What follows belongs to an exercise in optimizing a design on an open flow for small area; a production flow would make more cautious choices. Where RTL was checked, it was by simulation tests only, not by an equivalence proof against the original. No functional check of the RTL was part of run 4. Power figures rest on the tool's default switching activity, not on a simulated workload.

## flow/config.mk

```make
export PLATFORM = sky130hd
export DESIGN_NAME = datapath
export DESIGN_NICKNAME = datapath
export VERILOG_FILES = /design/flow/design.v
export SDC_FILE = /design/flow/constraint.sdc
export NUM_CORES = 4
export LEC_CHECK = 0
export CAP_MARGIN = 20
export CORE_MARGIN = 2
export CORE_UTILIZATION = 55
export CTS_BUF_LIST = sky130_fd_sc_hd__clkbuf_8
export SLEW_MARGIN = 20
```

## flow/run.sh

```bash
#!/bin/bash
# synth_recipe.tcl (not shown) runs the flow's synth.tcl, then flattens the netlist and writes it again
# the make line also repeats each setting of config.mk as NAME=value (left out here)
make -C /OpenROAD-flow-scripts/flow DESIGN_CONFIG=/design/flow/config.mk WORK_HOME=/design/flow/orfs CLKGATE_MAP_FILE= SYNTH_SCRIPT=/design/flow/synth_recipe.tcl finish
```

## flow/design.v

```verilog
package datapathPkg;
   typedef logic [31:0] word_t;    
   typedef logic [3:0]  regIdx_t;  
   typedef logic [18:0] const_t;   
   typedef enum logic [3:0] {
      opAdd = 4'd0,
      opSub = 4'd1,
      opAnd = 4'd2,
      opOr  = 4'd3,
      opShl = 4'd4,
      opShr = 4'd5,
      opNeg = 4'd6,
      opNot = 4'd7
   } aluOp_t;
   localparam int raLsb      = 23;  
   localparam int rbLsb      = 19;  
   localparam int rcLsb      = 15;  
   localparam int constWidth = 19;  
endpackage
`timescale 1ns/1ns
module datapath #(
   parameter int                 numRegs = 16,
   parameter datapathPkg::word_t resetPc = '0
) (
   input  logic                clk,
   input  logic                arstN,
   input  logic                pcOut,
   input  logic                mdrOut,
   input  logic                zOut,
   input  logic                rOut,
   input  logic                cOut,
   input  logic                baOut,
   input  logic                pcIn,
   input  logic                irIn,
   input  logic                marIn,
   input  logic                mdrIn,
   input  logic                yIn,
   input  logic                zIn,
   input  logic                rIn,
   input  logic                gra,
   input  logic                grb,
   input  logic                grc,
   input  logic                incPc,
   input  logic                read,
   input  logic                write,
   input  datapathPkg::aluOp_t aluOp,
   input  datapathPkg::word_t  memRdData,
   output datapathPkg::word_t  memAddr,
   output datapathPkg::word_t  memWrData,
   output datapathPkg::word_t  busOut,
   output logic                memRead,
   output logic                memWrite
);
   logic [31:0] bus;
   logic [31:0] pcQ;   logic pcV;
   logic [26:0] irQ;   logic irV;    
   logic [31:0] yQ;    logic yV;
   logic [31:0] zQ;    logic zV;
   logic [31:0] marQ;
   logic [31:0] mdrQ;
   logic [31:0] rQ [16];
   logic [15:0] rV;
   logic [3:0]  idx;
   logic [15:0] idxHot;
   assign idx = ({4{gra & irV}} & irQ[26:23]) |
                ({4{grb & irV}} & irQ[22:19]) |
                ({4{grc & irV}} & irQ[18:15]);
   always_comb begin
      for (int i = 0; i < 16; i++) idxHot[i] = (idx == i[3:0]);
   end
   logic [15:0] rSel;
   logic [31:0] regBus;
   logic [31:0] cWord;
   always_comb begin
      rSel[0] = rOut & idxHot[0] & rV[0];
      for (int i = 1; i < 16; i++) rSel[i] = (rOut | baOut) & idxHot[i] & rV[i];
      regBus = '0;
      for (int i = 0; i < 16; i++) regBus = regBus | ({32{rSel[i]}} & rQ[i]);
   end
   assign cWord = {{13{irQ[18]}}, irQ[18:0]};
   assign bus = ({32{pcOut  & pcV}} & pcQ)  |
                ({32{mdrOut}}       & mdrQ) |
                ({32{zOut   & zV}}  & zQ)   |
                ({32{cOut   & irV}} & cWord) |
                regBus;
   logic        opArith, opLogic, opShl, opShr;
   logic        aZero, invB, cin;
   logic [31:0] a, b, g, p, sum, lg;
   logic [32:0] c;
   logic [31:0] shIn, shT, shRes, alu;
   logic [4:0]  sh;
   assign aZero   = aluOp[2] & aluOp[1];                     
   assign invB    = (aluOp[2:0] == 3'd1) | aZero;            
   assign cin     = (aluOp[2:0] == 3'd1) | (aluOp[2:0] == 3'd6);
   assign opArith = ~aluOp[1] & ~aluOp[2] | aZero;           
   assign opLogic = ~aluOp[2] & aluOp[1];                    
   assign opShl   = (aluOp[2:0] == 3'd4);
   assign opShr   = (aluOp[2:0] == 3'd5);
   assign a = yQ & {32{yV & ~aZero}};
   assign b = bus ^ {32{invB}};
   assign g = a & b;
   assign p = a ^ b;
   logic [31:0] pg, pp;
   always_comb begin
      pg = g;
      pp = p;
      pg[0] = g[0] | (p[0] & cin);
      for (int d = 1; d < 32; d = d * 2) begin
         for (int i = 2 * d - 1; i < 32; i = i + 2 * d) begin
            pg[i] = pg[i] | (pp[i] & pg[i-d]);
            pp[i] = pp[i] & pp[i-d];
         end
      end
      for (int d = 8; d >= 1; d = d / 2) begin
         for (int i = 3 * d - 1; i < 32; i = i + 2 * d) begin
            pg[i] = pg[i] | (pp[i] & pg[i-d]);
            pp[i] = pp[i] & pp[i-d];
         end
      end
   end
   assign c = {pg, cin};
   assign sum = p ^ c[31:0];
   assign lg = g | ({32{aluOp[0]}} & p);                     
   assign sh = bus[4:0];
   always_comb begin
      for (int i = 0; i < 32; i++) shIn[i] = aluOp[2:0] == 3'd4 ? a[31-i] : a[i];
   end
   assign shT = shIn >> sh;
   always_comb begin
      for (int i = 0; i < 32; i++) shRes[i] = (opShl & shT[31-i]) | (opShr & shT[i]);
   end
   assign alu = ({32{opArith}} & sum) | ({32{opLogic}} & lg) | shRes;
   always_ff @(posedge clk or negedge arstN) begin
      if (!arstN) begin
         pcV <= 1'b0;
         irV <= 1'b0;
         yV  <= 1'b0;
         zV  <= 1'b0;
         rV  <= '0;
      end else begin
         if (pcIn | incPc) pcV <= 1'b1;
         if (irIn) irV <= 1'b1;
         if (yIn)  yV  <= 1'b1;
         if (zIn)  zV  <= 1'b1;
         for (int i = 0; i < 16; i++) if (rIn & idxHot[i]) rV[i] <= 1'b1;
      end
   end
   logic [31:0] pcM, pcInc;
   assign pcM   = pcQ & {32{pcV}};
   assign pcInc = {pcM[31:2] + 30'd1, pcM[1:0]};
   always_ff @(posedge clk) begin
      if (pcIn) pcQ <= bus;
      else if (incPc) pcQ <= pcInc;
      if (irIn) irQ <= bus[26:0];
      if (yIn)  yQ  <= bus;
      if (zIn)  zQ  <= alu;
      for (int i = 0; i < 16; i++) if (rIn & idxHot[i]) rQ[i] <= bus;
   end
   always_ff @(posedge clk or negedge arstN) begin
      if (!arstN) begin
         marQ <= '0;
         mdrQ <= '0;
      end else begin
         if (marIn) marQ <= bus;
         if (mdrIn) mdrQ <= read ? memRdData : bus;
      end
   end
   assign memAddr   = marQ;
   assign memWrData = mdrQ;
   assign busOut    = bus;
   assign memRead   = read;
   assign memWrite  = write;
endmodule
```

## flow/constraint.sdc

```tcl
create_clock -name core_clock -period 10.0 [get_ports {clk}]
set_input_delay 2.0000 -clock core_clock [delete_from_list [all_inputs] [get_ports {clk}]]
set_output_delay 2.0000 -clock core_clock [all_outputs]
set_load 0.01 [all_outputs]
```

==> impl_metrics.json, run 1 <==
{
  "outcome": "finished clean",
  "wl_per_cell_um": 33.98,
  "core_area_sq_mm": 0.05902,
  "clock_skew_ps": 80.01,
  "fin_nets": 2872,
  "worst_pin_slew_ps": 1081,
  "final_cell_mix": "edfxtp_1 (635), nand2_1 (241), buf_4 (148)",
  "worstPathRequired_ps": 10420,
  "drt-initial-drc-count": 4056,
  "worstSetupEndpointType": "flop",
  "io_buffers": 151,
  "antenna_found_initial": 7,
  "synth_ff_type": "edfxtp_1",
  "place_hpwl_um": 84560,
  "synth_cell_type_count": 81,
  "relSlewSlack_pct": 25.89,
  "io_pins": 155,
  "crit_arrival_ps": 9910,
  "dr.pass1.iters": 6,
  "reg2regPathDepth": 30,
  "clk_pin_slew_ps": 60,
  "reg2reg_slack_ps": 1680,
  "drive_gt1_share_pct": 17.17,
  "clk_latency_ps": 770,
  "hp-class": "flop to flop",
  "path_max_fanout": 16,
  "cts_made_buffers": 111,
  "die_h_um": 248.5,
  "synthToLayoutAreaGrowth_pct": 16.89,
  "worstSetupStartpoint": "gra",
  "ant_nets": 0,
  "final_common_cell": "edfxtp_1",
  "cts_root_buf": "clkbuf_8",
  "die_w_um": 248.5,
  "r2r-start": "irV$_DFFE_PN0P_",
  "seq_area_frac_synth_pct": 64.37,
  "cts_resized": 0,
  "vias": 25100,
  "slowest_stage": "a222oi_1",
  "cts_tree": "yes",
  "placementRows": 89,
  "rsz0062_at_grt": "false",
  "period_share_pct": 94.89,
  "max_cap_violations": 0,
  "grt_pass1_wl_um": 176000,
  "via_per_inst": 6.917,
  "min_period_ps": 9489,
  "whs_ps": 469.7,
  "worstSetupPathType": "input port to flop",
  "post-cts-setup-buffers": 0,
  "max_freq_mhz": 105.4,
  "peakVddDrop_v": 0.0001792,
  "hold_viol_final": 0,
  "grt_max_degree": 58,
  "synth_area_per_cell_sq_um": 13.20,
  "synthCells": 2491,
  "start_util_pct": 55.73,
  "synthArstFlopShare_pct": 11.68,
  "grt_pass1_vias": 24550,
  "yosysWarningCount": 2,
  "slew_violations": 0,
  "slowest_delay_ps": 580,
  "synth_edf_count": 635,
  "drc": 0,
  "cp-start-kind": "input port",
  "reg2reg_to": "zQ[31]$_DFFE_PP_",
  "drt_wl_total_um": 123300,
  "leakagePower_nw": 13.27,
  "endpoint": "zQ[31]$_DFFE_PP_",
  "synth-seq-cells": 719,
  "synth_area_sq_mm": 0.03289,
  "gr-usage-all-layers_pct": 39.57,
  "fin_setup_tns_ps": 0,
  "finalSetupViolations": 0,
  "cts_buffer_depth": 3,
  "htreeDepth": 3,
  "clkSinkCount": 719,
  "grt_overflow": 0,
  "cts.hold.buffers_added": 0,
  "syn_nets": 2600,
  "die_area_sq_mm": 0.06177,
  "place_congestion": 1.017,
  "p_per_area_mw_per_mm2": 232.3
}
[stage by stage]
stage | setup slack, ps | area (sq um) | util [%] | total power, mW | instances
CTS | 781.5 | 38440 | 65.13 | 8.862 | 3627
floorplan | 1278 | 32890 | - | 5.173 | 2491
global route | 271.2 | 38440 | 65.14 | 9.217 | 3628
global placement | 108.6 | 36230 | 61.39 | 6.414 | 3423
detailed placement | 65.90 | 36240 | 61.40 | 6.447 | 3423
finish | 510.9 | 38450 | 65.14 | 8.930 | 3629
[metal layers]
metal / vias up / wire length, um / global-route usage (%)
li1: 10420 / - / -
met1: 12390 / 44540 / 52.98
met4: 2 / 7242 / 20.44
met5: - / 13 / 0
met3: 338 / 15520 / 9.442
met2: 1952 / 56000 / 60.56
[area by class of cell]
cell class              count  area (sq um)
flip-flops and latches    719         21170
clock buffers             116          1597
multi-input cells        1564         11050
diodes                      2         5.005
fillers                  4359         20570
inverters                  57         216.5
repair buffers            310          2833
clock inverters            88         606.8
well taps                 773         967.2
[state kept, by name (all words and copies together), names as in the netlist]
register / count
yV: 1
pcV: 1
rQ: 512
yQ: 32
zV: 1
rV: 16
zQ: 32
mdrQ: 32
marQ: 32
pcQ: 32
irV: 1
irQ: 27
[Yosys cell counts (all sizes together) (9+ instances only)]
| cell | instances | area, sq um |
|---|---|---|
| nand2b | 10 | 62.56 |
| a222oi | 52 | 520.5 |
| buf | 41 | 206.5 |
| xnor2 | 25 | 219.0 |
| a22o | 23 | 201.4 |
| nand2 | 242 | 908.4 |
| o211ai | 17 | 127.6 |
| and4 | 10 | 87.58 |
| a21oi | 96 | 488.0 |
| edfxtp | 635 | 19070 |
| a211o | 10 | 87.58 |
| fa | 17 | 340.3 |
| or3 | 9 | 56.30 |
| a221oi | 55 | 481.7 |
| inv | 56 | 212.7 |
| o221ai | 22 | 192.7 |
| a31oi | 17 | 106.4 |
| and3 | 22 | 137.6 |
| o22ai | 40 | 250.2 |
| a211oi | 17 | 132.6 |
| mux2 | 108 | 1220 |
| a32oi | 15 | 131.4 |
| a22oi | 114 | 855.8 |
| nand3 | 88 | 440.4 |
| nand4 | 40 | 250.2 |
| or2 | 25 | 156.4 |
| clkbuf | 110 | 412.9 |
| nor3 | 31 | 175.2 |
| ha | 35 | 437.9 |
| and2 | 32 | 202.7 |
| mux2i | 43 | 462.9 |
| a221o | 11 | 110.1 |
| nor2 | 111 | 421.7 |
| o21ai | 101 | 505.5 |
| xor2 | 38 | 332.8 |
| dfrtp | 84 | 2102 |
[critical path, delay by kind of cell]
family | cells | cell delay, ps
AND/OR/NAND/NOR | 6 | 1470
AO/OA/AOI/OAI | 17 | 4700
buffers and inverters | 3 | 990
XOR/XNOR | 1 | 240
adder cells (fa/ha/maj) | 2 | 470
[worst min-delay path by stage]
stage / slack, ps / to / cells past startpoint / startpoint
floorplan: 430 / yV$_DFFE_PN0P_ / 1 / yV$_DFFE_PN0P_
global placement: 450 / yV$_DFFE_PN0P_ / 1 / yV$_DFFE_PN0P_
detailed placement: 450 / yV$_DFFE_PN0P_ / 1 / yV$_DFFE_PN0P_
CTS: 470 / yV$_DFFE_PN0P_ / 1 / yV$_DFFE_PN0P_
global route: 500 / yV$_DFFE_PN0P_ / 1 / yV$_DFFE_PN0P_
finish: 470 / yV$_DFFE_PN0P_ / 1 / yV$_DFFE_PN0P_
[report_power, final]
group          switching (mW)  total, mW  internal, mW
Combinational            1.73       2.64         0.914
Clock                    1.18       2.45          1.27
Sequential              0.154       3.84          3.69
Total                    3.06       8.93          5.87
[cells by family after synthesis]
kind of cell	after synthesis	share of synthesized area [%]
AOI/OAI and AO/OA	640	14.11
muxes	151	5.117
adders and majority gates	52	2.366
buffers and inverters	208	2.541
xor gates and xnor gates	63	1.678
and+or+nand+nor	658	9.818
DFF	719	64.37
==> run 2, diff against run 1 <==
--- a/flow/config.mk
+++ b/flow/config.mk
@@ -7,6 +7,5 @@
 export LEC_CHECK = 0
 export CAP_MARGIN = 20
 export CORE_MARGIN = 2
-export CORE_UTILIZATION = 55
-export CTS_BUF_LIST = sky130_fd_sc_hd__clkbuf_8
+export CORE_UTILIZATION = 40
 export SLEW_MARGIN = 20
==> impl_metrics.json, run 2 <==
{
  "outcome": "finished clean",
  "swShare_pct": 33.62,
  "reg2reg_to": "zQ[31]$_DFFE_PP_",
  "place_hpwl_um": 89770,
  "synth_area_leaders": "edfxtp_1 (58%), dfrtp_1 (6.4%), mux2_2 (3.6%), nand2_1 (2.8%), a22oi_1 (2.6%)",
  "p_per_area_mw_per_mm2": 242.4,
  "route.met3.wl_um": 14600,
  "placementRows": 105,
  "hp-class": "flop to flop",
  "min_from": "yV$_DFFE_PN0P_",
  "synthArstFlopShare_pct": 11.68,
  "worstSetupEndpointType": "flop",
  "synthMuxAreaShare_pct": 5.117,
  "wl_met2_um": 59520,
  "io_pins": 155,
  "grt_max_degree": 64,
  "io_buffers": 151,
  "cp-start-kind": "input port",
  "syn_nets": 2600,
  "netSwitchingPower_mw": 3.198,
  "hold_path_end": "yV$_DFFE_PN0P_",
  "clkSinkCount": 719,
  "synth_area_per_cell_sq_um": 13.20,
  "cts_buffer_depth": 3,
  "drt_wl_total_um": 132300,
  "synthToLayoutAreaGrowth_pct": 19.33,
  "die_area_sq_mm": 0.08454,
  "slowest_stage": "clkdlybuf4s50_1",
  "hold_depth": 1,
  "clock_skew_ps": 32.37,
  "r2r-start": "irV$_DFFE_PN0P_",
  "place_congestion": 0.9715,
  "whs_ps": 459.3,
  "dr.pass1.iters": 8,
  "slowest_delay_ps": 530,
  "cts_root_buf": "clkbuf_16",
  "max_freq_mhz": 103.2,
  "die_h_um": 290.8,
  "top_layer_used": "met5",
  "antenna_found_initial": 10,
  "worstSetupPathType": "input port to flop",
  "cp_common_cell": "buf_4",
  "worstSetupStartpoint": "grc",
  "synth_ff_type": "edfxtp_1",
  "place_area_sq_mm": 0.03659,
  "crit_arrival_ps": 10040,
  "die_w_um": 290.8,
  "synth_fa_ha_area_share_pct": 2.366,
  "clock_power_share_pct": 31.1,
  "htreeDepth": 3,
  "path_max_fanout": 15,
  "gr-usage-all-layers_pct": 30.70,
  "top_register": "rQ",
  "final_cell_mix": "edfxtp_1 (635), nand2_1 (241), buf_4 (156)",
  "synth-seq-cells": 719,
  "drive_gt1_share_pct": 16.71,
  "synth_cell_type_count": 81,
  "synth_area_sq_mm": 0.03289,
  "relSlewSlack_pct": 22.42,
  "worstPathRequired_ps": 10340,
  "yosysMostFrequentCell": "edfxtp_1",
  "period_share_pct": 96.95,
  "clk_latency_ps": 650,
  "cts_made_buffers": 79,
  "reg2reg_slack_ps": 1410,
  "finalSetupViolations": 0,
  "cts.hold.buffers_added": 0,
  "start_util_pct": 40.25,
  "synth_xor_area_share_pct": 1.678,
  "synth-compound-area-share_pct": 14.11,
  "hold_viol_final": 0,
  "fin_area_sq_mm": 0.03925,
  "via_per_inst": 6.428,
  "fin_nets": 2845,
  "clk_pin_slew_ps": 60,
  "p_comb_share_pct": 28.4,
  "vias": 24900,
  "max_cap_violations": 0,
  "rsz0062_at_grt": "false",
  "wl_per_cell_um": 34.16,
  "final_common_cell": "edfxtp_1",
  "yosysTopAreaCell": "edfxtp_1",
  "seq_power_share_pct": 40.5,
  "seq_area_frac_synth_pct": 64.37,
  "drc": 0,
  "worst_pin_slew_ps": 1162,
  "power.internal_mw": 6.316,
  "synth_top_family_by_area": "compound AO/OA/AOI/OAI gates",
  "slew_violations": 0,
  "cts_resized": 0,
  "reg2regPathDepth": 25,
  "min_period_ps": 9695,
  "cts_tree": "yes",
  "post-cts-setup-buffers": 0,
  "leakagePower_nw": 13.31,
  "grt_pass1_wl_um": 183400,
  "drt-met1-wl_um": 51910,
  "ant_nets": 0,
  "core_area_sq_mm": 0.08172,
  "peakVddDrop_v": 0.0001217,
  "drt-initial-drc-count": 3794,
  "largest_reg_flops": 512,
  "grt_pass1_vias": 23720,
  "synth.top_cell.area_share_pct": 57.98,
  "synth_common_cells": "edfxtp_1 (635), nand2_1 (242), a22oi_1 (114)",
  "synthCells": 2491,
  "synth_edf_count": 635,
  "fillCellCount": 7219,
  "synth-simple-area-share_pct": 9.819,
  "grt_overflow": 0,
  "yosysWarningCount": 2,
  "finalPower_mw": 9.515
}
run 2: kinds of logic (layout without fill, tap and decap cells):
group,after synthesis,in the layout
AOI/OAI and AO/OA,640,640
adders and majority gates,52,52
muxes,151,151
and+or+nand+nor,658,658
xor gates and xnor gates,63,63
other,0,3
buffers and inverters,208,517
DFF,719,719
run 2: layout make-up:
| cell class | instances | area (sq um) | share of cell area [%] |
|---|---|---|---|
| flip-flops and latches | 719 | 21170 | 53.94 |
| multi-input cells | 1564 | 11050 | 28.16 |
| inverters | 57 | 216.5 | 0.5515 |
| repair buffers | 315 | 2818 | 7.180 |
| diodes | 3 | 7.507 | 0.01913 |
| well taps | 1070 | 1339 | 3.411 |
| clock inverters | 46 | 530.5 | 1.352 |
| clock buffers | 99 | 2112 | 5.381 |
run 2: worst max path at each step:
stage	end	slack, ps	cells past startpoint
floorplan	zQ[31]$_DFFE_PP_	1280	29
CTS	zQ[31]$_DFFE_PP_	240	28
global route	zQ[31]$_DFFE_PP_	80	31
detailed placement	zQ[31]$_DFFE_PP_	-380	28
finish	zQ[31]$_DFFE_PP_	310	31
global placement	zQ[31]$_DFFE_PP_	-410	28
run 2: metrics by stage:
step	setup WS [ps]	utilization [%]	instances	setup TNS [ps]
final	305.4	48.03	3873	0
after global placement	-408.4	44.77	3724	-417.4
after detailed placement	-377.6	44.78	3725	-416.4
after CTS	235.9	48.01	3870	0
after global routing	77.45	48.02	3870	0
after floorplan	1278	-	2491	0
run 2: power by group through the flow:
| stage | combinational, mW | clock (mW) | sequential [mW] |
|---|---|---|---|
| after floorplan | 1.30 | 0 | 3.87 |
| after global placement | 2.62 | 0 | 3.90 |
| after detailed placement | 2.63 | 0 | 3.91 |
| after CTS | 2.65 | 2.98 | 3.85 |
| after global routing | 2.83 | 3.10 | 3.87 |
| final | 2.71 | 2.95 | 3.85 |
run 2: worst max-delay path, delay by kind of cell:
family / cells / cell delay [ps]
AOI/OAI and AO/OA: 17 / 4480
buffers and inverters: 5 / 1440
and+or+nand+nor: 6 / 1320
xor gates and xnor gates: 1 / 290
adders and majority gates: 2 / 470
run 2: layer usage:
layer	track usage [%]	vias up
met5	0	-
met4	13.33	2
met3	7.556	246
met2	47.07	1639
met1	41.56	12660
li1	-	10350
==> run 3, diff against run 2 <==
--- a/flow/config.mk
+++ b/flow/config.mk
@@ -7,5 +7,8 @@
 export LEC_CHECK = 0
 export CAP_MARGIN = 20
 export CORE_MARGIN = 2
-export CORE_UTILIZATION = 40
+export CORE_UTILIZATION = 55
+export CTS_BUF_LIST = sky130_fd_sc_hd__clkbuf_16
+export CTS_CLUSTER_DIAMETER = 80
+export CTS_CLUSTER_SIZE = 30
 export SLEW_MARGIN = 20
==> impl_metrics.json, run 3 <==
{
  "final_cell_mix": "edfxtp_1 (635), nand2_1 (241), buf_4 (148)",
  "die_area_sq_mm": 0.06177,
  "grt_pass1_vias": 23680,
  "worstSetupPathType": "input port to flop",
  "antenna_found_initial": 4,
  "ant_nets": 0,
  "max_freq_mhz": 105.1,
  "top_register": "rQ",
  "min_period_ps": 9519,
  "grt_overflow": 0,
  "place_hpwl_um": 84560,
  "synth_edf_count": 635,
  "placed_cells": 3423,
  "worstSetupEndpointType": "flop",
  "worstPathRequired_ps": 10370,
  "slew_violations": 0,
  "synth_area_sq_mm": 0.03289,
  "gr-usage-all-layers_pct": 38.73,
  "hold_viol_final": 0,
  "synth_area_leaders": "edfxtp_1 (58%), dfrtp_1 (6.4%), mux2_2 (3.6%), nand2_1 (2.8%), a22oi_1 (2.6%)",
  "instances_no_fill": 3485,
  "whs_ps": 486.2,
  "drive_gt1_share_pct": 14.25,
  "fin_area_sq_mm": 0.03723,
  "grt-busiest-layer": "met2",
  "yosysTopAreaCell": "edfxtp_1",
  "core_area_sq_mm": 0.05902,
  "fin_nets": 2792,
  "relSlewSlack_pct": 24.73,
  "synth-seq-cells": 719,
  "cts_root_buf": "clkbuf_16",
  "io_buffers": 151,
  "hp-class": "flop to flop",
  "syn_nets": 2600,
  "drt-initial-drc-count": 4053,
  "worstSetupStartpoint": "gra",
  "synth_cell_type_count": 81,
  "die_w_um": 248.5,
  "cts_made_buffers": 31,
  "clk_pin_slew_ps": 90,
  "finalSetupViolations": 0,
  "outcome": "finished clean",
  "clk_latency_ps": 650,
  "synthCells": 2491,
  "htreeDepth": 1,
  "cts_buffer_depth": 3,
  "clock_skew_ps": 28.98,
  "max_cap_violations": 0,
  "start_util_pct": 55.73,
  "die_h_um": 248.5,
  "grt_use_met2_pct": 60.52,
  "cp_common_cell": "o21ai_0",
  "slowest_delay_ps": 610,
  "synth_area_per_cell_sq_um": 13.20,
  "clkSinkCount": 719,
  "place_congestion": 1.017,
  "path_max_fanout": 18,
  "grtUsageMet1_pct": 53.72,
  "r2r-start": "irQ[18]$_DFFE_PP_",
  "cp-start-kind": "input port",
  "yosysWarningCount": 2,
  "seq_area_frac_synth_pct": 64.37,
  "cts_tree": "yes",
  "layout_setup_ws_ps": 480.9,
  "cts_resized": 0,
  "io_pins": 155,
  "worst_pin_slew_ps": 1098,
  "p_per_area_mw_per_mm2": 215.7,
  "grt_pass1_wl_um": 173000,
  "synth_ff_type": "edfxtp_1",
  "period_share_pct": 95.19,
  "placementRows": 89,
  "vias": 24630,
  "grt_max_degree": 58,
  "largest_reg_flops": 512,
  "multi_input_area_sq_mm": 0.01105,
  "place_area_sq_mm": 0.03624,
  "rsz0062_at_grt": "false",
  "cts.hold.buffers_added": 0,
  "crit_arrival_ps": 9890,
  "dr.pass1.iters": 6,
  "drt_wl_total_um": 121800,
  "leakagePower_nw": 12.54,
  "wl_per_cell_um": 34.94,
  "use_met3_pct": 6.228,
  "slowest_stage": "a222oi_1",
  "fin_setup_tns_ps": 0,
  "synthArstFlopShare_pct": 11.68,
  "post-place-ws_ps": 65.90,
  "synthToLayoutAreaGrowth_pct": 13.21,
  "post-cts-setup-buffers": 0,
  "final_common_cell": "edfxtp_1",
  "peakVddDrop_v": 0.0001877,
  "via_per_inst": 7.067,
  "yosysMostFrequentCell": "edfxtp_1",
  "fillCellCount": 4504,
  "drc": 0,
  "min_from": "yV$_DFFE_PN0P_",
  "register_area_sq_mm": 0.02117,
  "synth_common_cells": "edfxtp_1 (635), nand2_1 (242), a22oi_1 (114)",
  "synth.top_cell.area_share_pct": 57.98
}
-- run 3: cell counts after synthesis --
No cell type changed its count.
-- run 3: final timing paths --
check	to	slack (ps)	cells after the start
hold / removal	yV$_DFFE_PN0P_	490	1
max in group asynchronous	marQ[5]$_DFFE_PN0P_	7500	2
setup / recovery	zQ[31]$_DFFE_PP_	480	28
hold reg to reg	yV$_DFFE_PN0P_	490	1
min in group asynchronous	marQ[29]$_DFFE_PN0P_	1330	1
setup reg to reg	zQ[31]$_DFFE_PP_	1760	27
-- run 3: critical path: cells and delay by family --
| kind | cells | cell delay [ps] |
|---|---|---|
| compound gates | 15 | 4850 |
| buf+inv | 4 | 1200 |
| simple gates | 6 | 1090 |
| fa+ha+maj | 2 | 440 |
| xor+xnor | 1 | 250 |
-- run 3: metal layers --
layer | vias up | part of all wire [%]
li1 | 10200 | -
met1 | 12280 | 37
met2 | 1846 | 46
met3 | 301 | 11
met4 | 4 | 5.6
met5 | - | 0.019
-- run 3: where the power goes --
| part | switching, mW | internal (mW) | leakage [nW] |
|---|---|---|---|
| Combinational | 1.72 | 0.914 | 5.48 |
| Sequential | 0.153 | 3.68 | 6.53 |
| Clock | 0.960 | 0.599 | 0.532 |
| Total | 2.84 | 5.19 | 12.5 |
-- run 3: kinds of logic after synthesis --
kind of cell / Yosys count / share of synthesized area (%)
flip-flops: 719 / 64.37
AND/OR/NAND/NOR: 658 / 9.818
AO/OA/AOI/OAI: 640 / 14.11
buffers and inverters: 208 / 2.541
multiplexers: 151 / 5.117
XOR/XNOR: 63 / 1.678
adder cells (fa/ha/maj): 52 / 2.366
-- run 3: layout make-up --
type                    instances  area share [%]
clock inverters                27          0.5645
flip-flops and latches        719           56.86
clock buffers                  31           2.083
repair buffers                310           7.608
diodes                          4         0.02688
well taps                     773           2.598
inverters                      57          0.5813
multi-input cells            1564           29.68
-- run 3: stage by stage --
| step | total power [mW] | utilization, % |
|---|---|---|
| 2_1_floorplan | 5.173 | - |
| 3_3_place_gp | 6.414 | 61.39 |
| 3_5_place_dp | 6.447 | 61.40 |
| 4_1_cts | 7.946 | 63.07 |
| 5_1_grt | 8.261 | 63.07 |
| 6_report | 8.032 | 63.09 |
==> run 4, diff against run 3 <==
--- a/flow/design.v
+++ b/flow/design.v
@@ -100,25 +100,21 @@
    assign b = bus ^ {32{invB}};
    assign g = a & b;
    assign p = a ^ b;
-   logic [31:0] pg, pp;
-   always_comb begin
-      pg = g;
-      pp = p;
-      pg[0] = g[0] | (p[0] & cin);
-      for (int d = 1; d < 32; d = d * 2) begin
-         for (int i = 2 * d - 1; i < 32; i = i + 2 * d) begin
-            pg[i] = pg[i] | (pp[i] & pg[i-d]);
-            pp[i] = pp[i] & pp[i-d];
+   assign c[0] = cin;
+   genvar gi;
+   generate
+      for (gi = 0; gi < 8; gi++) begin : g_blk
+         logic [4:0] rc;
+         assign rc[0] = c[4*gi];
+         for (genvar gj = 0; gj < 4; gj++) begin : g_bit
+            assign rc[gj+1] = g[4*gi+gj] | (p[4*gi+gj] & rc[gj]);
          end
+         assign c[4*gi+1] = rc[1];
+         assign c[4*gi+2] = rc[2];
+         assign c[4*gi+3] = rc[3];
+         assign c[4*gi+4] = (&p[4*gi +: 4]) ? c[4*gi] : rc[4];
       end
-      for (int d = 8; d >= 1; d = d / 2) begin
-         for (int i = 3 * d - 1; i < 32; i = i + 2 * d) begin
-            pg[i] = pg[i] | (pp[i] & pg[i-d]);
-            pp[i] = pp[i] & pp[i-d];
-         end
-      end
-   end
-   assign c = {pg, cin};
+   endgenerate
    assign sum = p ^ c[31:0];
    assign lg = g | ({32{aluOp[0]}} & p);                     
    assign sh = bus[4:0];
==> flow/config.mk (replaced) <==
export PLATFORM = sky130hd
export DESIGN_NAME = datapath
export DESIGN_NICKNAME = datapath
export VERILOG_FILES = /design/flow/design.v
export SDC_FILE = /design/flow/constraint.sdc
export NUM_CORES = 4
export LEC_CHECK = 0
export CAP_MARGIN = 20
export CORE_MARGIN = 2
export CORE_UTILIZATION = 40
export SLEW_MARGIN = 20
==> impl_metrics.json, run 4 <==
{
  "place_area_sq_mm": 0.03715,
  "final_core_util_pct": 50.30,
  "place_congestion": 0.9752,
  "clock_power_share_pct": 29.7,
  "hold_viol_final": 0,
  "antenna_found_initial": 5,
  "cts_tree": "yes",
  "fin_area_sq_mm": 0.04032,
  "grt_pass1_vias": 23850,
  "reg2reg_slack_ps": -5970,
  "die_w_um": 288.1,
  "cp-start-kind": "input port",
  "rsz0062_at_grt": "true",
  "synth_cell_type_count": 78,
  "synth_area_per_cell_sq_um": 13.71,
  "io_pins": 155,
  "synth-seq-cells": 719,
  "cts_made_buffers": 77,
  "slew_violations": 0,
  "die_h_um": 288.1,
  "wl_per_cell_um": 34.24,
  "power.internal_mw": 6.472,
  "relSlewSlack_pct": 20.55,
  "seq_area_frac_synth_pct": 65.58,
  "placementRows": 104,
  "worst_pin_slew_ps": 1192,
  "whs_ps": 458.3,
  "p_per_area_mw_per_mm2": 243.0,
  "synth_common_cells": "edfxtp_1 (635), nand2_1 (173), a22oi_1 (162)",
  "clock_skew_ps": 39.05,
  "check.faults": "setup timing",
  "outcome": "failed layout checks",
  "drive_gt1_share_pct": 24.83,
  "max_freq_mhz": 59.70,
  "hp-class": "flop to flop",
  "register_area_sq_mm": 0.02117,
  "leakagePower_nw": 13.64,
  "crit_arrival_ps": 17080,
  "cp_common_cell": "fa_2",
  "synth_area_leaders": "edfxtp_1 (59%), dfrtp_1 (6.5%), a22oi_1 (3.8%), mux2_2 (3.0%), a221oi_1 (2.0%)",
  "top_register": "rQ",
  "netSwitchingPower_mw": 3.327,
  "fillCellCount": 7062,
  "final_cell_mix": "edfxtp_1 (635), buf_4 (324), nand2_1 (166)",
  "grt_overflow": 0,
  "synthCells": 2355,
  "finalSetupViolations": 18,
  "fin_nets": 2890,
  "swShare_pct": 33.96,
  "yosysMostFrequentCell": "edfxtp_1",
  "cts_root_buf": "clkbuf_16",
  "yosysTopAreaCell": "edfxtp_1",
  "seq_power_share_pct": 39.4,
  "ant_nets": 0,
  "cts.hold.buffers_added": 0,
  "worstSetupPathType": "input port to flop",
  "clkSinkCount": 719,
  "drc": 0,
  "dr.pass1.iters": 7,
  "place_hpwl_um": 88830,
  "multi_input_area_sq_mm": 0.01107,
  "drt-initial-drc-count": 3639,
  "core_area_sq_mm": 0.08016,
  "synth_area_sq_mm": 0.03228,
  "final_common_cell": "edfxtp_1",
  "worstSetupEndpointType": "flop",
  "p_comb_share_pct": 30.9,
  "die_area_sq_mm": 0.08299,
  "min_period_ps": 16750,
  "slowest_delay_ps": 450,
  "synth.top_cell.area_share_pct": 59.07,
  "grt_pass1_wl_um": 185100,
  "largest_reg_flops": 512,
  "path_max_fanout": 2,
  "cts_buffer_depth": 3,
  "io_buffers": 151,
  "layout_setup_ws_ps": -6749,
  "synth_edf_count": 635,
  "worstPathRequired_ps": 10330,
  "slowest_stage": "clkdlybuf4s50_1",
  "yosysWarningCount": 2,
  "start_util_pct": 40.27,
  "htreeDepth": 3,
  "gr-usage-all-layers_pct": 31.85,
  "peakVddDrop_v": 0.0001724,
  "drt_wl_total_um": 133300,
  "synthArstFlopShare_pct": 11.68,
  "synthToLayoutAreaGrowth_pct": 24.90,
  "syn_nets": 2478,
  "grt_max_degree": 63,
  "via_per_inst": 6.338,
  "vias": 24670,
  "clk_pin_slew_ps": 60,
  "synth_ff_type": "edfxtp_1",
  "clk_latency_ps": 650,
  "max_cap_violations": 0,
  "period_share_pct": 167.5
}
## run 4: what timing repair did
| action | 4_1_cts | 5_1_grt |
|---|---|---|
| gates resized for setup | 50 | 45 |
| endpoints found under the setup margin | 20 | 20 |
| hold endpoints to repair | 0 | 0 |
| setup buffers | 17 | 7 |
| pin swaps | 15 | 16 |
## run 4: cells by family (layout without fill, tap and decap cells)
family	Yosys count	after routing	share of synthesized area, %
xor gates and xnor gates	58	58	1.574
buffers and inverters	184	660	2.209
AOI/OAI and AO/OA	631	631	14.27
DFF	719	719	65.58
muxes	128	128	4.376
other	0	1	0
adders and majority gates	66	66	3.279
and+or+nand+nor	569	569	8.706
## run 4: routing by layer
| layer | global-route usage [%] | part of all wire [%] |
|---|---|---|
| met5 | 0 | 0.0083 |
| met4 | 10.88 | 3.6 |
| met3 | 6.894 | 9.7 |
| met2 | 49.80 | 46 |
| met1 | 44.08 | 41 |
## run 4: critical path, delay by kind of cell
kind,cells,cell delay (ps)
AOI/OAI and AO/OA,7,1420
xor gates and xnor gates,1,90
adders and majority gates,31,10530
buffers and inverters,5,810
muxes,6,1690
and+or+nand+nor,5,540
## run 4: per-stage QoR
stage | cells | setup slack (ps) | TNS [ps] | power, mW
4_1_cts | 3886 | -6708 | -67030 | 9.696
2_1_floorplan | 2355 | -6952 | -70280 | 5.172
6_report | 3892 | -6749 | -67630 | 9.799
5_1_grt | 3891 | -7140 | -73450 | 10.10
3_5_place_dp | 3726 | -7913 | -91600 | 6.726
3_3_place_gp | 3726 | -7783 | -89600 | 6.711
## run 4: layout make-up
type / count / share of cell area, %
diodes: 1 / 0.006207
repair buffers: 481 / 9.952
multi-input cells: 1452 / 27.45
flip-flops and latches: 719 / 52.51
inverters: 36 / 0.3352
well taps: 1060 / 3.289
clock inverters: 47 / 1.272
clock buffers: 96 / 5.182
## run 4: power groups by stage
stage	Sequential [mW]	Combinational (mW)	Clock [mW]
after floorplan	3.88	1.29	0
final	3.86	3.03	2.91
after global routing	3.88	3.16	3.06
after detailed placement	3.91	2.81	0
after global placement	3.91	2.80	0
after CTS	3.86	2.89	2.95
## run 4: path summary, 6_finish.rpt
path / start / to / cells past startpoint
setup reg to reg: irQ[18]$_DFFE_PP_ / zQ[31]$_DFFE_PP_ / 55
hold / removal: zV$_DFFE_PN0P_ / zV$_DFFE_PN0P_ / 1
max in group asynchronous: arstN / mdrQ[28]$_DFFE_PN0P_ / 2
hold reg to reg: zV$_DFFE_PN0P_ / zV$_DFFE_PN0P_ / 1
min in group asynchronous: arstN / rV[5]$_DFFE_PN0P_ / 1
setup / recovery: pcOut / zQ[31]$_DFFE_PP_ / 55
==> run 5, diff against run 4 <==
--- a/flow/design.v
+++ b/flow/design.v
@@ -94,32 +94,36 @@
    assign cin     = (aluOp[2:0] == 3'd1) | (aluOp[2:0] == 3'd6);
    assign opArith = ~aluOp[1] & ~aluOp[2] | aZero;           
    assign opLogic = ~aluOp[2] & aluOp[1];                    
-   assign opShl   = (aluOp[2:0] == 3'd4);
-   assign opShr   = (aluOp[2:0] == 3'd5);
+   assign opShl   = (aluOp[2:0] == 3'd4) & yV;
+   assign opShr   = (aluOp[2:0] == 3'd5) & yV;
    assign a = yQ & {32{yV & ~aZero}};
    assign b = bus ^ {32{invB}};
    assign g = a & b;
    assign p = a ^ b;
-   assign c[0] = cin;
-   genvar gi;
-   generate
-      for (gi = 0; gi < 8; gi++) begin : g_blk
-         logic [4:0] rc;
-         assign rc[0] = c[4*gi];
-         for (genvar gj = 0; gj < 4; gj++) begin : g_bit
-            assign rc[gj+1] = g[4*gi+gj] | (p[4*gi+gj] & rc[gj]);
+   logic [31:0] pg, pp;
+   always_comb begin
+      pg = g;
+      pp = p;
+      pg[0] = g[0] | (p[0] & cin);
+      for (int d = 1; d < 32; d = d * 2) begin
+         for (int i = 2 * d - 1; i < 32; i = i + 2 * d) begin
+            pg[i] = pg[i] | (pp[i] & pg[i-d]);
+            pp[i] = pp[i] & pp[i-d];
          end
-         assign c[4*gi+1] = rc[1];
-         assign c[4*gi+2] = rc[2];
-         assign c[4*gi+3] = rc[3];
-         assign c[4*gi+4] = (&p[4*gi +: 4]) ? c[4*gi] : rc[4];
       end
-   endgenerate
+      for (int d = 8; d >= 1; d = d / 2) begin
+         for (int i = 3 * d - 1; i < 32; i = i + 2 * d) begin
+            pg[i] = pg[i] | (pp[i] & pg[i-d]);
+            pp[i] = pp[i] & pp[i-d];
+         end
+      end
+   end
+   assign c = {pg, cin};
    assign sum = p ^ c[31:0];
    assign lg = g | ({32{aluOp[0]}} & p);                     
    assign sh = bus[4:0];
    always_comb begin
-      for (int i = 0; i < 32; i++) shIn[i] = aluOp[2:0] == 3'd4 ? a[31-i] : a[i];
+      for (int i = 0; i < 32; i++) shIn[i] = aluOp[2:0] == 3'd4 ? yQ[31-i] : yQ[i];
    end
    assign shT = shIn >> sh;
    always_comb begin
@@ -141,9 +145,8 @@
          for (int i = 0; i < 16; i++) if (rIn & idxHot[i]) rV[i] <= 1'b1;
       end
    end
-   logic [31:0] pcM, pcInc;
-   assign pcM   = pcQ & {32{pcV}};
-   assign pcInc = {pcM[31:2] + 30'd1, pcM[1:0]};
+   logic [31:0] pcInc;
+   assign pcInc = pcV ? {pcQ[31:2] + 30'd1, pcQ[1:0]} : 32'd4;
    always_ff @(posedge clk) begin
       if (pcIn) pcQ <= bus;
       else if (incPc) pcQ <= pcInc;
==> flow/flow/run.sh (new file) <==
#!/bin/bash
# Own layout flow: the standard synthesis and ORFS steps, with two changes:
#  - ports are buffered with sky130_fd_sc_hd__buf_2 instead of the default delay buffer
#  - clock tree synthesis without dummy loads
# Each tool's full output goes to a log file in the work folder.
set -euo pipefail
export BUFFER_PORTS_ARGS="-buffer_cell sky130_fd_sc_hd__buf_2"
export CTS_ARGS="-sink_clustering_enable -repair_clock_nets -dont_use_dummy_load -buf_list sky130_fd_sc_hd__clkbuf_8 -sink_clustering_size 16 -sink_clustering_max_diameter 45"
bash standard.sh synth > synth.log 2>&1
bash standard.sh > layout.log 2>&1
==> flow/standard.sh (new file) <==
#!/bin/bash
# synth_recipe.tcl (not shown) runs the flow's synth.tcl, then flattens the netlist and writes it again
# the make line also repeats each setting of config.mk as NAME=value (left out here)
make -C /OpenROAD-flow-scripts/flow DESIGN_CONFIG=/design/flow/config.mk WORK_HOME=/design/flow/orfs CLKGATE_MAP_FILE= SYNTH_SCRIPT=/design/flow/synth_recipe.tcl "${@:-finish}"
--- a/flow/config.mk
+++ b/flow/config.mk
@@ -7,5 +7,5 @@
 export LEC_CHECK = 0
 export CAP_MARGIN = 20
 export CORE_MARGIN = 2
-export CORE_UTILIZATION = 40
+export CORE_UTILIZATION = 55
 export SLEW_MARGIN = 20
removed: flow/run.sh
==> impl_metrics.json, run 5 <==
{
  "yosysWarningCount": 2,
  "worstSetupPathType": "input port to flop",
  "final_cell_mix": "edfxtp_1 (635), nand2_1 (176), buf_2 (150)",
  "synthCells": 2296,
  "cts_tree": "yes",
  "p_per_area_mw_per_mm2": 218.8,
  "synth-seq-cells": 719,
  "synth_edf_count": 635,
  "antenna_found_initial": 6,
  "drc": 0,
  "reg2reg_to": "zQ[29]$_DFFE_PP_",
  "cts_root_buf": "clkbuf_8",
  "reg2regPathDepth": 27,
  "top_layer_used": "met4",
  "slew_violations": 0,
  "min_from": "rV[0]$_DFFE_PN0P_",
  "synth_common_cells": "edfxtp_1 (635), nand2_1 (177), a22oi_1 (116)",
  "dr.pass1.iters": 6,
  "final_core_util_pct": 61.78,
  "die_h_um": 245.5,
  "clk_pin_slew_ps": 50,
  "clkSinkCount": 719,
  "final_common_cell": "edfxtp_1",
  "cts.hold.buffers_added": 0,
  "start_util_pct": 55.60,
  "synthToLayoutAreaGrowth_pct": 11.11,
  "grt_max_degree": 64,
  "max_freq_mhz": 109.0,
  "crit_arrival_ps": 9520,
  "layout_setup_ws_ps": 821.5,
  "rsz0062_at_grt": "false",
  "syn_nets": 2405,
  "placementRows": 88,
  "crit_family": "simple AND/OR/NAND/NOR gates",
  "synth_area_leaders": "edfxtp_1 (59%), dfrtp_1 (6.6%), mux2_2 (3.5%), a22oi_1 (2.7%), mux2i_1 (2.3%)",
  "synth.top_cell.area_share_pct": 59.44,
  "wl_met2_um": 52720,
  "worstPathRequired_ps": 10340,
  "synth_area_sq_mm": 0.03208,
  "synth_area_per_cell_sq_um": 13.97,
  "worst_pin_slew_ps": 1194,
  "grt_overflow": 0,
  "path_max_fanout": 10,
  "finalPower_mw": 7.798,
  "via_per_inst": 7.084,
  "core_area_sq_mm": 0.05770,
  "yosysMostFrequentCell": "edfxtp_1",
  "top_register": "rQ",
  "grt_pass1_vias": 22170,
  "die_w_um": 245.5,
  "die_area_sq_mm": 0.06027,
  "synthArstFlopShare_pct": 11.68,
  "post-cts-setup-buffers": 0,
  "gr-usage-all-layers_pct": 38.46,
  "seq_area_frac_synth_pct": 66.00,
  "place_congestion": 1.008,
  "period_share_pct": 91.79,
  "hold_viol_final": 0,
  "fin_setup_tns_ps": 0,
  "io_buffers": 151,
  "worstSetupEndpointType": "flop",
  "hold_depth": 1,
  "largest_reg_flops": 512,
  "post-place-ws_ps": 401.4,
  "synth_ff_type": "edfxtp_1",
  "reg2reg_slack_ps": 1090,
  "synth_cell_type_count": 83,
  "route.met3.wl_um": 13050,
  "fin_nets": 2636,
  "clock_skew_ps": 95.60,
  "drive_gt1_share_pct": 20.51,
  "cp_num_cells": 28,
  "outcome": "finished clean",
  "vias": 23340,
  "place_hpwl_um": 77000,
  "slowest_stage": "and3_1",
  "htreeDepth": 3,
  "min_period_ps": 9179,
  "clk_latency_ps": 740,
  "slowest_delay_ps": 810,
  "grt_pass1_wl_um": 162800,
  "peakVddDrop_v": 0.0001619,
  "r2r-start": "irV$_DFFE_PN0P_",
  "wl_per_cell_um": 35.03,
  "cp_common_cell": "o21ai_0",
  "relSlewSlack_pct": 19.99,
  "leakagePower_nw": 12.06,
  "cts_resized": 0,
  "max_cap_violations": 0,
  "hold_path_end": "rV[0]$_DFFE_PN0P_",
  "yosysTopAreaCell": "edfxtp_1",
  "drt-met1-wl_um": 44310,
  "drt-initial-drc-count": 3505,
  "drt_wl_total_um": 115400,
  "io_pins": 155,
  "cts_buffer_depth": 3,
  "critPathBufInv": 3,
  "hp-class": "flop to flop",
  "cts_made_buffers": 84,
  "finalSetupViolations": 0,
  "cp-start-kind": "input port",
  "ant_nets": 0
}
==> run 5: changes by cell type in the layout (fill, tap and decap cells not counted), moves of 21 or more <==
cell,before,now
a22o_1,29,50
a22oi_1,161,116
a31oi_1,43,12
buf_2,6,150
buf_4,324,116
clkbuf_16,78,0
clkbuf_8,7,84
clkdlybuf4s50_1,140,0
fa_2,31,0
mux2_2,79,101
mux2i_1,41,73
nand3_1,102,69
==> run 5: how the worst max path moves through the flow <==
| stage | to | from | slack (ps) |
|---|---|---|---|
| floorplan | zQ[31]$_DFFE_PP_ | gra | 1550 |
| global placement | zQ[29]$_DFFE_PP_ | gra | 420 |
| detailed placement | zQ[29]$_DFFE_PP_ | gra | 400 |
| CTS | zQ[29]$_DFFE_PP_ | gra | 1020 |
| global route | zQ[29]$_DFFE_PP_ | gra | 480 |
| finish | zQ[29]$_DFFE_PP_ | gra | 820 |
==> run 5: through the flow <==
stage | instances | cell area [sq um] | hold slack (ps)
final | 3294 | 35640 | 465.5
after detailed placement | 3206 | 34480 | 453.9
after CTS | 3290 | 35630 | 465.1
after global placement | 3206 | 34480 | 453.7
after floorplan | 2296 | 32080 | 427.3
after global routing | 3291 | 35640 | 493.0
==> run 5: cell type report <==
| type | count | area [sq um] |
|---|---|---|
| Clock buffer | 84 | 1156 |
| Antenna cell | 4 | 10.01 |
| Inverter | 42 | 162.7 |
| Timing Repair Buffer | 274 | 1782 |
| Multi-Input combinational cell | 1406 | 10410 |
| Sequential cell | 719 | 21170 |
| Fill cell | 4518 | 22050 |
| Tap cell | 765 | 957.2 |
==> run 5: cell families (layout without fill, tap and decap cells) <==
kind of cell,Yosys count,in the layout,synth area share (%)
buffers and inverters,171,400,2.110
AOI/OAI and AO/OA,592,592,13.70
and+or+nand+nor,522,522,8.117
xor gates and xnor gates,64,64,1.747
DFF,719,719,66.00
adders and majority gates,52,52,2.426
muxes,176,176,5.901
other,0,4,0
==> run 5: worst register-to-register path, stage by stage, from the launching register on <==
cell and delay [ps]:
dfrtp_1 680, clkinv_1 600, nor4_1 920, and3_1 810, buf_4 360, a22o_1 170, nand4b_1 220, nor2_2 80
xnor2_1 410, fa_1 350, a21o_1 170, nand4_1 250, and3_1 300, nor4_1 290, buf_4 170, nor2_1 60
o2111ai_1 220, a31oi_1 150, nor2b_1 130, o21ai_0 100, a211o_1 370, fa_1 480, nand2_1 70, nand2_1 50
a221oi_1 470, o21ai_0 210, a221oi_1 230, o21ai_0 230
==> run 5: where the power goes <==
part / internal (mW) / switching (mW) / leakage [nW] / total (mW)
clock: 0.742 / 0.977 / 0.604 / 1.72
combinational: 0.740 / 1.52 / 4.95 / 2.26
sequential: 3.66 / 0.157 / 6.50 / 3.82
==> run 5: per-layer routing <==
layer  vias up  track usage [%]
met5         -                0
met4         0            15.72
met3       253            8.141
met2      1686            59.16
met1     11840            53.67
li1       9558                -
==> run 6, diff against run 5 <==
==> flow/flow/run.sh (replaced) <==
#!/bin/bash
# Own layout flow: the standard synthesis and ORFS steps, with two changes:
#  - ports are buffered with sky130_fd_sc_hd__buf_2 instead of the default delay buffer
#  - clock tree synthesis without dummy loads
# Each tool's full output goes to a log file in the work folder.
set -euo pipefail
export BUFFER_PORTS_ARGS="-buffer_cell sky130_fd_sc_hd__buf_1"
export CTS_ARGS="-sink_clustering_enable -repair_clock_nets -dont_use_dummy_load -buf_list sky130_fd_sc_hd__clkbuf_4 -sink_clustering_size 8 -sink_clustering_max_diameter 30"
bash standard.sh synth > synth.log 2>&1
bash standard.sh > layout.log 2>&1
==> impl_metrics.json, run 6 <==
{
  "outcome": "finished clean",
  "seq_power_share_pct": 49.8,
  "clk_pin_slew_ps": 50,
  "ant_nets": 0,
  "via_per_inst": 6.968,
  "reg2reg_to": "zQ[31]$_DFFE_PP_",
  "min_period_ps": 8718,
  "drive_gt1_share_pct": 16.80,
  "final_cell_mix": "edfxtp_1 (635), nand2_1 (176), buf_1 (143)",
  "synth_edf_count": 635,
  "yosysWarningCount": 2,
  "worstSetupEndpointType": "flop",
  "clk_latency_ps": 1010,
  "synth_cell_type_count": 83,
  "netSwitchingPower_mw": 2.676,
  "crit_arrival_ps": 9390,
  "grt_overflow": 0,
  "top_register": "rQ",
  "die_h_um": 245.5,
  "slowest_delay_ps": 750,
  "worstPathRequired_ps": 10670,
  "worstSetupPathType": "input port to flop",
  "synthCells": 2296,
  "grt_pass1_wl_um": 163100,
  "yosysMostFrequentCell": "edfxtp_1",
  "swShare_pct": 34.85,
  "r2r-start": "irV$_DFFE_PN0P_",
  "max_freq_mhz": 114.7,
  "grt_max_degree": 62,
  "grt_pass1_vias": 22500,
  "worst_pin_slew_ps": 1208,
  "antenna_found_initial": 4,
  "dr.pass1.iters": 6,
  "synth_common_cells": "edfxtp_1 (635), nand2_1 (177), a22oi_1 (116)",
  "placed_cells": 3212,
  "fillCellCount": 4516,
  "synth_ff_type": "edfxtp_1",
  "leakagePower_nw": 11.78,
  "path_max_fanout": 9,
  "synth_area_sq_mm": 0.03208,
  "syn_nets": 2405,
  "reg2reg_slack_ps": 1760,
  "wl_per_cell_um": 34.42,
  "period_share_pct": 87.18,
  "place_congestion": 1.022,
  "core_area_sq_mm": 0.05770,
  "power.internal_mw": 5.002,
  "vias": 23340,
  "synth.top_cell.area_share_pct": 59.44,
  "fin_setup_tns_ps": 0,
  "synthArstFlopShare_pct": 11.68,
  "cts_buffer_depth": 3,
  "fin_nets": 2695,
  "gr-usage-all-layers_pct": 38.73,
  "htreeDepth": 4,
  "synth-seq-cells": 719,
  "max_cap_violations": 0,
  "cts_root_buf": "clkbuf_4",
  "cp-start-kind": "input port",
  "slowest_stage": "or4b_1",
  "drt-initial-drc-count": 3623,
  "reg2regPathDepth": 27,
  "finalSetupViolations": 0,
  "yosysTopAreaCell": "edfxtp_1",
  "synth_area_per_cell_sq_um": 13.97,
  "instances_no_fill": 3350,
  "relSlewSlack_pct": 19.44,
  "synthToLayoutAreaGrowth_pct": 10.04,
  "cts_resized": 0,
  "io_buffers": 151,
  "post-cts-setup-buffers": 0,
  "endpoint": "zQ[29]$_DFFE_PP_",
  "slew_violations": 0,
  "hp-class": "flop to flop",
  "worstSetupStartpoint": "gra",
  "clkSinkCount": 719,
  "placementRows": 88,
  "place_hpwl_um": 78120,
  "start_util_pct": 55.60,
  "cts.hold.buffers_added": 0,
  "drt_wl_total_um": 115300,
  "hold_viol_final": 0,
  "die_w_um": 245.5,
  "peakVddDrop_v": 0.0001394,
  "clock_skew_ps": 114.4,
  "cts_made_buffers": 137,
  "die_area_sq_mm": 0.06027,
  "synth_area_leaders": "edfxtp_1 (59%), dfrtp_1 (6.6%), mux2_2 (3.5%), a22oi_1 (2.7%), mux2i_1 (2.3%)",
  "p_per_area_mw_per_mm2": 217.5,
  "cts_tree": "yes",
  "final_common_cell": "edfxtp_1",
  "clock_power_share_pct": 20.9,
  "io_pins": 155,
  "rsz0062_at_grt": "false",
  "p_comb_share_pct": 29.3,
  "drc": 0,
  "seq_area_frac_synth_pct": 66.00,
  "largest_reg_flops": 512
}
-- run 6: cell counts after synthesis --
No cell type changed its count.
-- run 6: worst min path at each step --
stage	from	to	cells past startpoint	slack [ps]
after global routing	rV[0]$_DFFE_PN0P_	rV[0]$_DFFE_PN0P_	1	480
after CTS	rV[3]$_DFFE_PN0P_	rV[3]$_DFFE_PN0P_	2	470
after global placement	rV[3]$_DFFE_PN0P_	rV[3]$_DFFE_PN0P_	2	440
final	rV[3]$_DFFE_PN0P_	rV[3]$_DFFE_PN0P_	2	460
after floorplan	rV[3]$_DFFE_PN0P_	rV[3]$_DFFE_PN0P_	2	430
after detailed placement	rV[3]$_DFFE_PN0P_	rV[3]$_DFFE_PN0P_	2	460
-- run 6: layer usage --
layer	wire length, um	part of all wire (%)	GRT usage, %
met5	27	0.023	0
met4	4401	3.8	14.08
met2	52720	46	59.44
met3	13690	12	9.015
met1	44460	39	54.34
-- run 6: cell families after synthesis --
kind of cell	Yosys count	synth area share [%]
flip-flops	719	66.00
AO/OA/AOI/OAI	592	13.70
AND/OR/NAND/NOR	522	8.117
multiplexers	176	5.901
buffers and inverters	171	2.110
XOR/XNOR	64	1.747
adder cells (fa/ha/maj)	52	2.426
-- run 6: metrics by stage --
step	hold slack, ps	total power, mW	cell area [sq um]	utilization (%)	setup WS, ps
after floorplan	427.3	5.058	32080	-	1547
after global placement	443.2	6.035	34250	59.36	555.8
final	461.5	7.677	35300	61.18	1282
after detailed placement	455.0	6.062	34270	59.39	486.7
after CTS	466.5	7.629	35300	61.18	1478
after global routing	482.8	7.960	35300	61.18	986.8
-- run 6: critical path: cells and delay by family --
kind                     cells  cell delay, ps
adder cells (fa/ha/maj)      2             730
AO/OA/AOI/OAI               13            3120
XOR/XNOR                     1             280
AND/OR/NAND/NOR             10            2770
buffers and inverters        2             470
-- run 6: power groups by stage --
stage,logic [mW],registers (mW),clock network (mW)
after floorplan,1.21,3.84,0
after global placement,2.16,3.87,0
after detailed placement,2.18,3.88,0
after CTS,2.19,3.82,1.62
after global routing,2.37,3.84,1.75
final,2.25,3.82,1.60
-- run 6: cell type report --
cell class | instances | area [sq um] | share of cell area, %
timing repair buffer | 280 | 1573 | 4.456
clock buffer | 137 | 1028 | 2.914
tap | 765 | 957.2 | 2.712
multi-input combinational | 1406 | 10410 | 29.48
sequential | 719 | 21170 | 59.97
inverter | 42 | 162.7 | 0.4608
antenna | 1 | 2.502 | 0.007089
==> run 7, diff against run 6 <==
--- a/flow/flow/run.sh
+++ b/flow/flow/run.sh
@@ -5,6 +5,7 @@
 # Each tool's full output goes to a log file in the work folder.
 set -euo pipefail
 export BUFFER_PORTS_ARGS="-buffer_cell sky130_fd_sc_hd__buf_1"
+export RECOVER_POWER=100
 export CTS_ARGS="-sink_clustering_enable -repair_clock_nets -dont_use_dummy_load -buf_list sky130_fd_sc_hd__clkbuf_4 -sink_clustering_size 8 -sink_clustering_max_diameter 30"
 bash standard.sh synth > synth.log 2>&1
 bash standard.sh > layout.log 2>&1
==> impl_metrics.json, run 7 <==
{
  "outcome": "failed layout checks",
  "check.faults": "capacitance limit, slew limit",
  "final_common_cell": "edfxtp_1",
  "drt-initial-drc-count": 3721,
  "fillCellCount": 4605,
  "seq_area_frac_synth_pct": 66.00,
  "leakagePower_nw": 11.51,
  "drc": 0,
  "synth_edf_count": 635,
  "drt-met1-wl_um": 44910,
  "start_util_pct": 55.60,
  "multi_input_area_sq_mm": 0.01030,
  "ant_nets": 0,
  "place_congestion": 1.022,
  "critPathBufInv": 7,
  "crit_arrival_ps": 10080,
  "cts_resized": 0,
  "slowest_delay_ps": 1720,
  "max_freq_mhz": 107.0,
  "synth_cell_type_count": 83,
  "reg2regPathDepth": 12,
  "yosysMostFrequentCell": "edfxtp_1",
  "via_per_inst": 6.968,
  "top_layer_used": "met5",
  "die_h_um": 245.5,
  "placementRows": 88,
  "yosysTopAreaCell": "edfxtp_1",
  "htreeDepth": 4,
  "hold_viol_final": 0,
  "grt_pass1_wl_um": 163100,
  "synthArstFlopShare_pct": 11.68,
  "cts_root_buf": "clkbuf_4",
  "antenna_found_initial": 5,
  "synth-seq-cells": 719,
  "p_per_area_mw_per_mm2": 219.0,
  "cts_tree": "yes",
  "cts.hold.buffers_added": 0,
  "path_max_fanout": 44,
  "io_pins": 155,
  "hp-class": "flop to flop",
  "rsz0062_at_grt": "false",
  "synth_area_per_cell_sq_um": 13.97,
  "finalSetupViolations": 0,
  "clkSinkCount": 719,
  "synth_area_sq_mm": 0.03208,
  "grt_overflow": 0,
  "period_share_pct": 93.50,
  "top_register": "rQ",
  "cp-start-kind": "input port",
  "worstSetupPathType": "input port to flop",
  "fin_area_sq_mm": 0.03493,
  "layout_setup_ws_ps": 650.4,
  "synth_common_cells": "edfxtp_1 (635), nand2_1 (177), a22oi_1 (116)",
  "core_area_sq_mm": 0.05770,
  "cp_common_cell": "clkbuf_1",
  "whs_ps": 464.0,
  "syn_nets": 2405,
  "final_cell_mix": "edfxtp_1 (635), nand2_1 (176), buf_1 (140)",
  "clk_latency_ps": 1020,
  "min_period_ps": 9350,
  "min_from": "rV[3]$_DFFE_PN0P_",
  "synthToLayoutAreaGrowth_pct": 8.901,
  "register_area_sq_mm": 0.02117,
  "cp_cell_sequence": "clkbuf_1 > a222oi_1 > clkbuf_1 > nor3b_1 > clkbuf_1 > and3_1 > buf_4 > a22o_1 > nor3_1 > and2_1 > clkbuf_1 > inv_1 > clkbuf_1 > a21oi_1 > o21a_1 > o31ai_1",
  "largest_reg_flops": 512,
  "dr.pass1.iters": 8,
  "die_w_um": 245.5,
  "synth.top_cell.area_share_pct": 59.44,
  "drt_wl_total_um": 115300,
  "worstPathRequired_ps": 10730,
  "vias": 23360,
  "wl_per_cell_um": 34.39,
  "r2r-start": "irV$_DFFE_PN0P_",
  "peakVddDrop_v": 0.0001406,
  "post-place-ws_ps": 486.7,
  "place_area_sq_mm": 0.03427,
  "cts_buffer_depth": 3,
  "synthCells": 2296,
  "reg2reg_slack_ps": 1210,
  "io_buffers": 151,
  "clock_skew_ps": 121.3,
  "grt_max_degree": 62,
  "fin_setup_tns_ps": 0,
  "cts_made_buffers": 137,
  "grt_pass1_vias": 22500,
  "worstSetupEndpointType": "flop",
  "synth_ff_type": "edfxtp_1",
  "drive_gt1_share_pct": 13.31,
  "hold_path_end": "rV[3]$_DFFE_PN0P_",
  "worst_pin_slew_ps": 3390,
  "route.met3.wl_um": 13130,
  "wl_met2_um": 52910,
  "yosysWarningCount": 2,
  "fin_nets": 2695,
  "reg2reg_to": "zQ[5]$_DFFE_PP_",
  "relSlewSlack_pct": -126.0,
  "crit_family": "buffers and inverters",
  "die_area_sq_mm": 0.06027,
  "hold_depth": 2,
  "clk_pin_slew_ps": 70,
  "place_hpwl_um": 78120,
  "synth_area_leaders": "edfxtp_1 (59%), dfrtp_1 (6.6%), mux2_2 (3.5%), a22oi_1 (2.7%), mux2i_1 (2.3%)",
  "max_cap_violations": 39,
  "post-cts-setup-buffers": 0,
  "slew_violations": 1007,
  "gr-usage-all-layers_pct": 38.73,
  "slowest_stage": "clkbuf_1"
}
-- run 7: cell counts after synthesis --
Identical to the previous run, type by type.
-- run 7: area by class of cell --
type                            instances  area share [%]
Tap cell                              765           2.740
Antenna cell                            4         0.02865
Multi-Input combinational cell       1406           29.48
Clock buffer                          137           2.944
Timing Repair Buffer                  280           3.743
Inverter                               42          0.4656
Sequential cell                       719           60.60
-- run 7: power by group --
| part | internal [mW] | switching [mW] |
|---|---|---|
| sequential | 3.68 | 0.160 |
| combinational | 0.681 | 1.53 |
| clock | 0.625 | 0.975 |
-- run 7: how the worst max path moves through the flow --
| stage | endpoint | slack [ps] | cells after the start | from |
|---|---|---|---|---|
| final | zQ[5]$_DFFE_PP_ | 650 | 16 | gra |
| after global routing | zQ[8]$_DFFE_PP_ | 550 | 17 | gra |
| after CTS | zQ[29]$_DFFE_PP_ | 1480 | 28 | gra |
| after detailed placement | zQ[29]$_DFFE_PP_ | 490 | 28 | gra |
| after global placement | zQ[29]$_DFFE_PP_ | 560 | 28 | gra |
| after floorplan | zQ[31]$_DFFE_PP_ | 1550 | 28 | gra |
-- run 7: logic make-up (layout without fill, tap and decap cells) --
family,Yosys count,count (layout),synth area share (%)
adder cells (fa/ha/maj),52,52,2.426
multiplexers,176,176,5.901
AND/OR/NAND/NOR,522,522,8.117
XOR/XNOR,64,64,1.747
AO/OA/AOI/OAI,592,592,13.70
other,0,4,0
flip-flops,719,719,66.00
buffers and inverters,171,459,2.110
-- run 7: metal layers --
metal  up-vias  track usage, %
li1       9731               -
met4         4           14.08
met1     11780           54.34
met3       234           9.015
met2      1617           59.44
met5         -               0
-- run 7: through the flow --
stage	std cells	power (mW)	utilization [%]
floorplan	2296	5.058	-
global placement	3211	6.035	59.36
detailed placement	3212	6.062	59.39
CTS	3349	7.629	61.18
global route	3350	7.932	60.54
finish	3353	7.650	60.55
-- run 7: worst reg2reg max path, delay by kind of cell (launching register included) --
family                 cells  cell delay, ps
flip-flops                 1             650
AO/OA/AOI/OAI              4            1880
buffers and inverters      4            3970
AND/OR/NAND/NOR            4            2060

-- what the ideal ports hide --
The results above use ideal ports. As a check the final layouts listed here were re-extracted and re-timed, cells and wires unchanged.
Step 1 assumes that a clkbuf_16 drives the clock port and a buf_2 every other input.
Step 2, shift: input delay + t, output delay - t, t = (earliest + latest rising clock arrival at the registers) / 2. This alone moves slack from input paths to output paths.
a / b / c = ideal ports / drivers / drivers and shift; a / b = the first two.
run	shift t [ns]	setup WS [ns]	worst setup path after step 2
run 1	0.790	0.511 / 0.547 / -0.243	input to register
run 2	0.700	0.305 / 0.345 / -0.355	input to register
run 3	0.706	0.481 / 0.522 / -0.184	input to register
run 4	0.696	-6.749 / -6.758 / -7.454	input to register
run 5	0.746	0.821 / 0.852 / 0.107	input to register
run 6	1.018	1.282 / 1.322 / 0.304	input to register
run 7	1.028	0.650 / 0.674 / -0.337	input to register
For run 7, which loses most, drivers alone change the setup slack by +0.024 ns; drivers and shift together by -0.987 ns.
